This is an optimization exercise on Yosys and OpenROAD, whose aim is small area, a short achievable clock period and few clock cycles per item, not a production implementation.
The RTL was checked by simulation tests, not by an equivalence proof against the original design.

`flow/run.sh`:
```
#!/bin/bash
# synth_recipe.tcl (not shown) runs the flow's synth.tcl, then flattens the netlist and writes it again
# the make line also repeats each setting of config.mk as NAME=value (left out here)
make -C /OpenROAD-flow-scripts/flow DESIGN_CONFIG=/design/flow/config.mk WORK_HOME=/design/flow/orfs CLKGATE_MAP_FILE= SYNTH_SCRIPT=/design/flow/synth_recipe.tcl finish
```
`flow/config.mk`:
```
export PLATFORM = sky130hd
export DESIGN_NAME = float_to_rgbe_encode
export DESIGN_NICKNAME = float_to_rgbe_encode
export VERILOG_FILES = /design/flow/design.v
export SDC_FILE = /design/flow/constraint.sdc
export NUM_CORES = 4
export LEC_CHECK = 0
export CAP_MARGIN = 20
export CORE_MARGIN = 2
export CORE_UTILIZATION = 40
export SLEW_MARGIN = 20
```
`flow/design.v`:
```
`default_nettype none
package frgbe_pkg;
   localparam logic [62:0] BlackThreshold = 63'h3E112E0BE826D695;
   localparam logic [10:0] OverflowExp = 11'd1150;
   localparam logic [7:0] ExpAdd = 8'd130;
endpackage
`default_nettype wire
`default_nettype none
module frgbe_max
(
   input  wire logic [63:0] in_bits,
   output logic [10:0]      out_exp,
   output logic             out_below,
   output logic             out_inf
);
   logic ones, frac_nz;
   always_comb begin
      ones = &in_bits[62:52];
      frac_nz = |in_bits[51:0];
      out_exp = (in_bits[63] || ones) ? 11'd0 : in_bits[62:52];
      out_inf = !in_bits[63] && ones && !frac_nz;
      out_below = in_bits[63] || (ones && frac_nz) ||
                  (in_bits[62:0] < frgbe_pkg::BlackThreshold);
   end
endmodule
`default_nettype wire
`default_nettype none
module frgbe_scale
(
   input  wire logic [10:0] big_exp,
   input  wire logic [10:0] comp_exp,
   input  wire logic [6:0]  comp_frac,
   output logic [7:0]       out_byte
);
   logic [10:0] d;
   always_comb begin
      d = big_exp - comp_exp;
      if (d[10:3] != '0) out_byte = 8'h00;
      else out_byte = {1'b1, comp_frac} >> d[2:0];
   end
endmodule
`default_nettype wire
`default_nettype none
module float_to_rgbe_encode
(
   input  wire logic         clock,
   input  wire logic         reset,
   input  wire logic         req_tvalid,
   output logic              req_tready,
   input  wire logic [191:0] req_tdata,   
   output logic              rsp_tvalid,
   input  wire logic         rsp_tready,
   output logic [31:0]       rsp_tdata    
);
   logic adv, v_ff;
   logic [31:0] w_ff, w_in;
   logic [10:0] e0, e1, e2, big;
   logic b0, b1, b2, i0, i1, i2, black, over;
   logic [7:0] m0, m1, m2;
   frgbe_max u_c0 (.in_bits(req_tdata[63:0]),    .out_exp(e0), .out_below(b0), .out_inf(i0));
   frgbe_max u_c1 (.in_bits(req_tdata[127:64]),  .out_exp(e1), .out_below(b1), .out_inf(i1));
   frgbe_max u_c2 (.in_bits(req_tdata[191:128]), .out_exp(e2), .out_below(b2), .out_inf(i2));
   always_comb begin
      big = e0;
      if (e1 > big) big = e1;
      if (e2 > big) big = e2;
      black = b0 && b1 && b2;
      over = i0 || i1 || i2 || (big >= frgbe_pkg::OverflowExp);
   end
   frgbe_scale u_m0 (.big_exp(big), .comp_exp(e0), .comp_frac(req_tdata[51:45]),   .out_byte(m0));
   frgbe_scale u_m1 (.big_exp(big), .comp_exp(e1), .comp_frac(req_tdata[115:109]), .out_byte(m1));
   frgbe_scale u_m2 (.big_exp(big), .comp_exp(e2), .comp_frac(req_tdata[179:173]), .out_byte(m2));
   always_comb begin
      if (black) w_in = '0;
      else if (over) w_in = '1;
      else w_in = {big[7:0] + frgbe_pkg::ExpAdd, m2, m1, m0};
   end
   assign adv = !v_ff || rsp_tready;
   assign req_tready = adv;
   always_ff @(posedge clock) begin
      if (reset) v_ff <= 1'b0;
      else if (adv) v_ff <= req_tvalid;
      if (adv) w_ff <= w_in;
   end
   assign rsp_tvalid = v_ff;
   assign rsp_tdata = w_ff;
endmodule
`default_nettype wire
```
`flow/constraint.sdc`:
```
create_clock -name core_clock -period 6.3 [get_ports {clock}]
set_input_delay 1.2600 -clock core_clock [delete_from_list [all_inputs] [get_ports {clock}]]
set_output_delay 1.2600 -clock core_clock [all_outputs]
set_load 0.01 [all_outputs]
```
==> results.sh <==
export IMPL_setup_worst_path_end_class="flip-flop"
export IMPL_synth_area_per_cell_sq_um=7.64
export IMPL_die_area_sq_um=15000
export IMPL_intPower_mw=1.37
export IMPL_die_h_microns=123
export IMPL_synth_cell_type_count=72
export IMPL_num_vias=8133
export IMPL_crit_start="req_tdata[124]"
export IMPL_initial_core_util=0.407
export IMPL_slowest_delay_ns=0.61
export IMPL_synth_seq_cells=33
export IMPL_power_density_nw_per_um2=217
export IMPL_synthCells=736
export IMPL_die_w_microns=123
export IMPL_hold_violations=0
export IMPL_overflow=0
export IMPL_timing_rr_start="v_ff$_SDFFE_PP0P_"
export IMPL_worst_path_max_delay_cell="or4b_4"
export IMPL_period_needed_ns=7.65
export IMPL_final_antenna_net_count=0
export IMPL_synthTopCellsByArea="edfxtp_1 17%, ha_1 12%, a21oi_1 6.7%, nand2_1 4.8%, nor4_1 4.2%"
export IMPL_drt_iter0_drc=642
export IMPL_dp_cells=1337
export IMPL_pre_cts_slack_ns=-2.19
export IMPL_synth_area_leader_cell="edfxtp_1"
export IMPL_so_faults="setup timing"
export IMPL_tightest_slew_ns=0.729
export IMPL_worst_setup_path_start_kind="input pin"
export IMPL_area_growth_pct=92.7
export IMPL_vias_per_cell=5.92
export IMPL_rsz0062_at_grt="yes"
export IMPL_yosysWarnings=3
export IMPL_grt_pass1_vias=8039
export IMPL_core_rowCount=43
export IMPL_skew_ns=0.00818
export IMPL_crit_cells=32
export IMPL_cts_tree="done"
export IMPL_ys_async_sr_fraction=0
export IMPL_p_total_mw=2.36
export IMPL_hp_start="v_ff$_SDFFE_PP0P_"
export IMPL_path_class="input pin to flip-flop"
export IMPL_power_frac_comb=0.774
export IMPL_slew_headroom=0.510
export IMPL_post_route_util=0.784
export IMPL_mostFrequentLayoutCell="buf_4"
export IMPL_placedInstanceArea_sq_um=9970
export IMPL_numCtsBuffers=5
export IMPL_synth_top_flop_cell="edfxtp_1"
export IMPL_setup_viol=24
export IMPL_final_setup_tns_ns=-26.36
export IMPL_syn_area_sq_um=5620
export IMPL_drive_above_1_share=0.332
export IMPL_p_seq_frac=0.127
export IMPL_dp_hpwl_microns=21600
export IMPL_reg2regPathDepth=2
export IMPL_crit_family="compound AO/OA/AOI/OAI gates"
export IMPL_hold_ws_ns=0.855
export IMPL_p_sw_mw=0.983
export IMPL_grt_max_degree=35
export IMPL_yosysSeqAreaShare=0.174
export IMPL_reg2reg_slack_ns=5.20
export IMPL_wire_per_inst_microns=19.8
export IMPL_drt_drc_violations_left=0
export IMPL_cp_required_ns=6.35
export IMPL_crit_fanout=8
export IMPL_grt_pass1_wl_microns=40500
export IMPL_synth_edf_count=32
export IMPL_timing_final_ws_setup_ns=-1.35
export IMPL_io_pins=230
export IMPL_hold_buffers=0
export IMPL_peakVddDrop_uv=223
export IMPL_swShare=0.417
export IMPL_final_nets=1444
export IMPL_path_common_cell="ha_4"
export IMPL_path_clk_slew_ns=0.06
export IMPL_port_buffers=229
export IMPL_layout_common_cells="227 x buf_4, 205 x clkdlybuf4s50_1, 60 x a21oi_1"
export IMPL_fin_crit_sh=1.21
export IMPL_globalplace_congestion=1.01
export IMPL_cts_root_buf="clkbuf_16"
export IMPL_cts_num_sinks=33
export IMPL_synth_top_area_share=0.171
export IMPL_clk_latency_ns=0.28
export IMPL_h_tree_depth=2
export IMPL_outcome="finished with violations"
export IMPL_slew_violations=0
export IMPL_postRouteWirelength_microns=27200
export IMPL_final_cells=1374
export IMPL_clkPwrFrac=0.099
export IMPL_cp_arrival_ns=7.70
export IMPL_hold_depth=2
export IMPL_antenna_found_initial=0
export IMPL_max_freq_ghz=0.131
export IMPL_firstDrtPassIters=5
export IMPL_gr_usage_all_layers=0.342
export IMPL_leakagePower_nw=4.53
export IMPL_path_buf_inv=5
export IMPL_final_area_sq_um=10800
export IMPL_cts_max_path_buffers=2
export IMPL_synth_nets=988
export IMPL_hold_class="flip-flop to flip-flop"
export IMPL_core_sq_um=13800
export IMPL_cap_violations=0
[synth_stat cells (all sizes together) (3+ instances only)]
cell type,instances
xor2,10
nand3,22
nor4b,3
mux2i,18
ha,53
o31a,4
a211oi,8
nor2b,7
o21a,16
o31ai,14
mux4,6
a311oi,4
o22ai,3
fa,3
a31oi,9
nand2b,7
a211o,4
a21o,8
and2,9
o41ai,7
and3,11
nor3b,3
mux2,3
o211ai,7
inv,48
a2111oi,10
a41oi,3
edfxtp,32
clkbuf,20
nor2,46
nor3,22
o21ai,36
nand2,72
and4,9
nand4,18
a21boi,3
nor4,40
or2,6
a21oi,76
xnor2,12
or4,9
or3,7
[layout make-up]
| cell class | instances | area, sq um |
|---|---|---|
| antenna | 1 | 2.50 |
| clock buffer | 5 | 125 |
| clock inverter | 3 | 17.5 |
| fill | 957 | 2990 |
| inverter | 48 | 180 |
| multi-input combinational | 634 | 5110 |
| sequential | 33 | 981 |
| tap | 180 | 225 |
| timing repair buffer | 470 | 4190 |
[power groups by stage]
stage	registers [mW]	logic, mW	clock network (mW)
4_1_cts	0.298	1.69	0.229
5_1_grt	0.302	1.95	0.240
2_1_floorplan	0.321	0.775	0
3_3_place_gp	0.302	1.53	0
6_report	0.300	1.82	0.232
3_5_place_dp	0.303	1.58	0
[path summary, 6_finish.rpt]
path | end
min | w_ff[17]$_SDFFCE_PP0P_
min reg2reg | w_ff[17]$_SDFFCE_PP0P_
max reg2reg | w_ff[0]$_SDFFCE_PP0P_
max | w_ff[20]$_SDFFCE_PP0P_
[sequential cells by signal (all words and copies together), names as in the netlist]
register,flops
w_ff,32
v_ff,1
[what timing repair did]
item / in CTS / in global routing
endpoints found under the setup margin: 32 / 31
setup buffers: 19 / 7
gates resized for setup: 129 / 43
cloned: 3 / 1
pin swaps: 45 / 24
[routing by layer]
metal / wire length [microns] / global-route usage
met4: 881 / 0.107
met3: 1880 / 0.0418
met1: 10900 / 0.422
met2: 13600 / 0.616
met5: 0 / 0
[tightest hold or removal path, cell delays in order (launching register included)]
cell      delay (ns)
dfxtp_1         0.33
nand2b_1        0.05
buf_4           0.26
[cell families after synthesis]
group           after synthesis  share of synthesized area
flops                        33                      0.174
buf+inv                      70                     0.0469
simple gates                297                      0.282
mux                          27                     0.0621
compound gates              231                      0.272
xor+xnor                     22                     0.0343
fa+ha+maj                    56                      0.129
Testbench counts, summed over its fixed seeds: cycles 9,608, items 9,600.

-- port drivers added, routing unchanged --
Ports are ideal in the flow. The routed layout listed here was re-timed in OpenROAD. Step 1 sets driving cells, clkbuf_16 on the clock port and buf_2 on the other inputs (assumed; they add their load-dependent delay and slew). Step 2 times the ports against the registers' clock, not the clock port: input delays grow and output delays shrink by t, the midpoint of the rising clock arrivals with the driver on. Slacks: ideal / step 1 / step 2; pairs: ideal / step 1.
shift t [ns]: 0.308
setup slack, ns: -1.349 / -1.345 / -1.653
hold WS [ns]: 0.855 / 0.855 / 0.855
The setup slack of this run moves by +0.004 ns with the drivers and by -0.304 ns with both steps.
